This is an optimization exercise on Yosys and OpenROAD, whose aim is small area, a short achievable clock period and few clock cycles per item, not a production implementation.
Where RTL was checked, it was by simulation tests only, not by an equivalence proof against the original.

Setup of build 71:
==> flow/design.v (excerpt) <==
module cordic_atan2 (
    input  logic        clk,
    input  logic        rst,
    input  logic        in_valid,
    output logic        in_ready,
    input  logic [31:0] in_x,
    input  logic [31:0] in_y,
    output logic        out_valid,
    input  logic        out_ready,
    output logic [31:0] out_angle,
    output logic [31:0] out_mag,
    output logic        out_zero
);
Size in the first run: roughly 1500 flip-flops, ~0.10 mm² of cells after synthesis.
==> flow/config.mk <==
export PLATFORM = sky130hd
export DESIGN_NAME = cordic_atan2
export DESIGN_NICKNAME = cordic_atan2
export VERILOG_FILES = /design/flow/design.v
export SDC_FILE = /design/flow/constraint.sdc
export NUM_CORES = 4
export LEC_CHECK = 0
export ABC_AREA = 1
export CAP_MARGIN = 20
export CORE_MARGIN = 2
export CORE_UTILIZATION = 40
export CTS_CLUSTER_DIAMETER = 100
export CTS_CLUSTER_SIZE = 24
export PLACE_DENSITY = 0.72
export SLEW_MARGIN = 20
==> flow/constraint.sdc <==
create_clock -name core_clock -period 10.0 [get_ports {clk}]
set_input_delay 2.0000 -clock core_clock [delete_from_list [all_inputs] [get_ports {clk}]]
set_output_delay 2.0000 -clock core_clock [all_outputs]
set_load 0.01 [all_outputs]
standard.sh (not shown) runs the stock make flow with config.mk's settings and CLKGATE_MAP_FILE= SYNTH_SCRIPT=/design/flow/synth_recipe.tcl, a recipe that flattens the netlist after the stock synthesis.
==> flow/flow/run.sh <==
#!/bin/bash
# Standard ORFS layout, with timing repair aimed at a tighter setup margin
# and faster buffers on the ports.
set -euo pipefail
bash standard.sh SETUP_SLACK_MARGIN=6.8 "BUFFER_PORTS_ARGS=-buffer_cell sky130_fd_sc_hd__buf_4" finish > make_finish.log 2>&1
Testbench counts of build 71, summed over its fixed seeds: cycles 664, items 512.
Setup changes, build 71 to build 41
Settings: clearing PLACE_DENSITY, which used to be 0.72.
Notes after the runs:
Compared with build 71, build 41 shows worst reg2reg path depth higher by 2.
Detailed placement HPWL for build 41 is higher than for build 71.
Between build 71 and build 41, the difference in worst-path maximum fanout is negligible.
Build 41 vs build 71, critical path's slowest cell: dfxtp_4 vs dfxtp_2
Smallest setup slack after layout on build 41 is down relative to build 71.
Input changes introduced in build 94 (baseline for comparison: build 41):
Settings: CTS_CLUSTER_DIAMETER changed from 100 to 110; CTS_CLUSTER_SIZE changed from 24 to 28.
==> flow/flow/run.sh <==
#!/bin/bash
# Standard ORFS layout, with timing repair aimed at a tighter setup margin
# and faster buffers on the ports.
set -euo pipefail
bash standard.sh SETUP_SLACK_MARGIN=6.74 "BUFFER_PORTS_ARGS=-buffer_cell sky130_fd_sc_hd__buf_4" finish > make_finish.log 2>&1
[summary]
Comparing build 41 and build 94, the higher area of all placed cells without fillers is on build 41. Build 41 and build 94 ended up with nearly the same post-route fraction of the period consumed by the critical path. Relative to build 41, the clock tree buffer count of the final layout measured on build 94 has decreased by more than 10%. In the tables for build 41 and build 94, clock buffer count from CTS reads lower with build 94. On routed wire length, build 41 and build 94 are neck and neck. Routed wire length per instance: build 41 vs build 94, no meaningful difference.
For build 91, these inputs were changed with respect to build 94:
Settings: removing CTS_CLUSTER_SIZE (formerly 28); removing CTS_CLUSTER_DIAMETER (formerly 110).
==> flow/flow/run.sh <==
#!/bin/bash
# Standard ORFS layout, with timing repair aimed at a tighter setup margin.
set -euo pipefail
bash standard.sh SETUP_SLACK_MARGIN=6.8 finish > make_finish.log 2>&1
Notes after the runs:
Relative to build 94, cell count increased by 1.4% in build 91. Across both runs, clock latency of the later-clocked register in the worst-skew pair was higher for build 91 than for build 94. Lower actual slew at the worst max-slew pin among build 91 and build 94: build 94. Build 91 completed end to end with timing, DRC and antenna clean. Every stage of the flow completed for build 94, and the final layout passed the timing, DRC and antenna checks. Number of fill cells of build 91 falls short of that of build 94 slightly.

cordic_atan2, a different RTL version from the one above (not shown whole).
Size in the first run: about 8,400 cells after synthesis, about 1,500 flip-flops.
// cordic_atan2
module cordic_atan2 (
    input  logic        clk,
    input  logic        rst,
    input  logic        in_valid,
    output logic        in_ready,
    input  logic [31:0] in_x,
    input  logic [31:0] in_y,
    output logic        out_valid,
    input  logic        out_ready,
    output logic [31:0] out_angle,
    output logic [31:0] out_mag,
    output logic        out_zero
);
clock: 10.0 ns
lec_check: 0
cap_margin: 20
core_margin: 2
core_utilization: 40
setup_slack_margin: 5
slew_margin: 20
run.sh (not shown) runs the stock make flow with config.mk's settings and CLKGATE_MAP_FILE= SYNTH_SCRIPT=/design/flow/synth_recipe.tcl, a recipe that flattens the netlist after the stock synthesis.
Stock flow here: none of the scripts above is used.
The baseline produced a clean layout.
Change:
==> flow/flow/run.sh (new file) <==
#!/bin/bash
# Standard ORFS layout, with timing repair aimed at a tighter setup margin.
set -euo pipefail
bash standard.sh SETUP_SLACK_MARGIN=6.5 finish > make_finish.log 2>&1
==> flow/standard.sh (new file) <==
#!/bin/bash
# synth_recipe.tcl (not shown) runs the flow's synth.tcl, then flattens the netlist and writes it again
# the make line also repeats each setting of config.mk as NAME=value (left out here)
make -C /OpenROAD-flow-scripts/flow DESIGN_CONFIG=/design/flow/config.mk WORK_HOME=/design/flow/orfs CLKGATE_MAP_FILE= SYNTH_SCRIPT=/design/flow/synth_recipe.tcl "${@:-finish}"
Settings changed: SETUP_SLACK_MARGIN 5 to default.
removed: flow/run.sh
=> Global-route usage rises by 1.2 points. Via count is higher by 5.5%. Non-clock buffer count grows by 526. Count of clock-buffer cells in the layout is unchanged. Wire length goes up by 11%.
No functional check of the RTL was part of any run of this note.

==> static timing again, ports no longer ideal <==
Ports are ideal in the flow. The routed layouts listed here were re-timed in OpenROAD.
Step 1, drivers: a clkbuf_16 drives clk and a buf_2 each remaining input, both assumed.
Step 2 adds t to the input delays and takes it off the output delays; t is the mean of the earliest and latest rising clock arrival at the registers after step 1. Input paths then give back, and output paths get back, about the clock's delay inside the block.
Slacks: no drivers / after step 1 / after step 2; pairs: no drivers / after step 1.
run	t, ns	slack for setup (ns)	worst register clock-pin slew, ns
build 71	0.865	6.712 / 6.607 / 6.137	0.11 / 0.11
build 41	0.869	6.706 / 6.607 / 6.140	0.10 / 0.10
build 94	0.889	6.717 / 6.610 / 6.047	0.11 / 0.11
build 91	0.919	6.688 / 6.594 / 5.965	0.07 / 0.07
the first run of note 2	0.901	5.210 / 5.210 / 5.210	0.06 / 0.06
the second run of note 2	0.909	5.380 / 5.380 / 5.380	0.06 / 0.06
After both steps setup and hold are still met in every run listed. The setup slack of build 91, which loses most, moves by -0.094 ns with the drivers and by -0.723 ns with both steps.
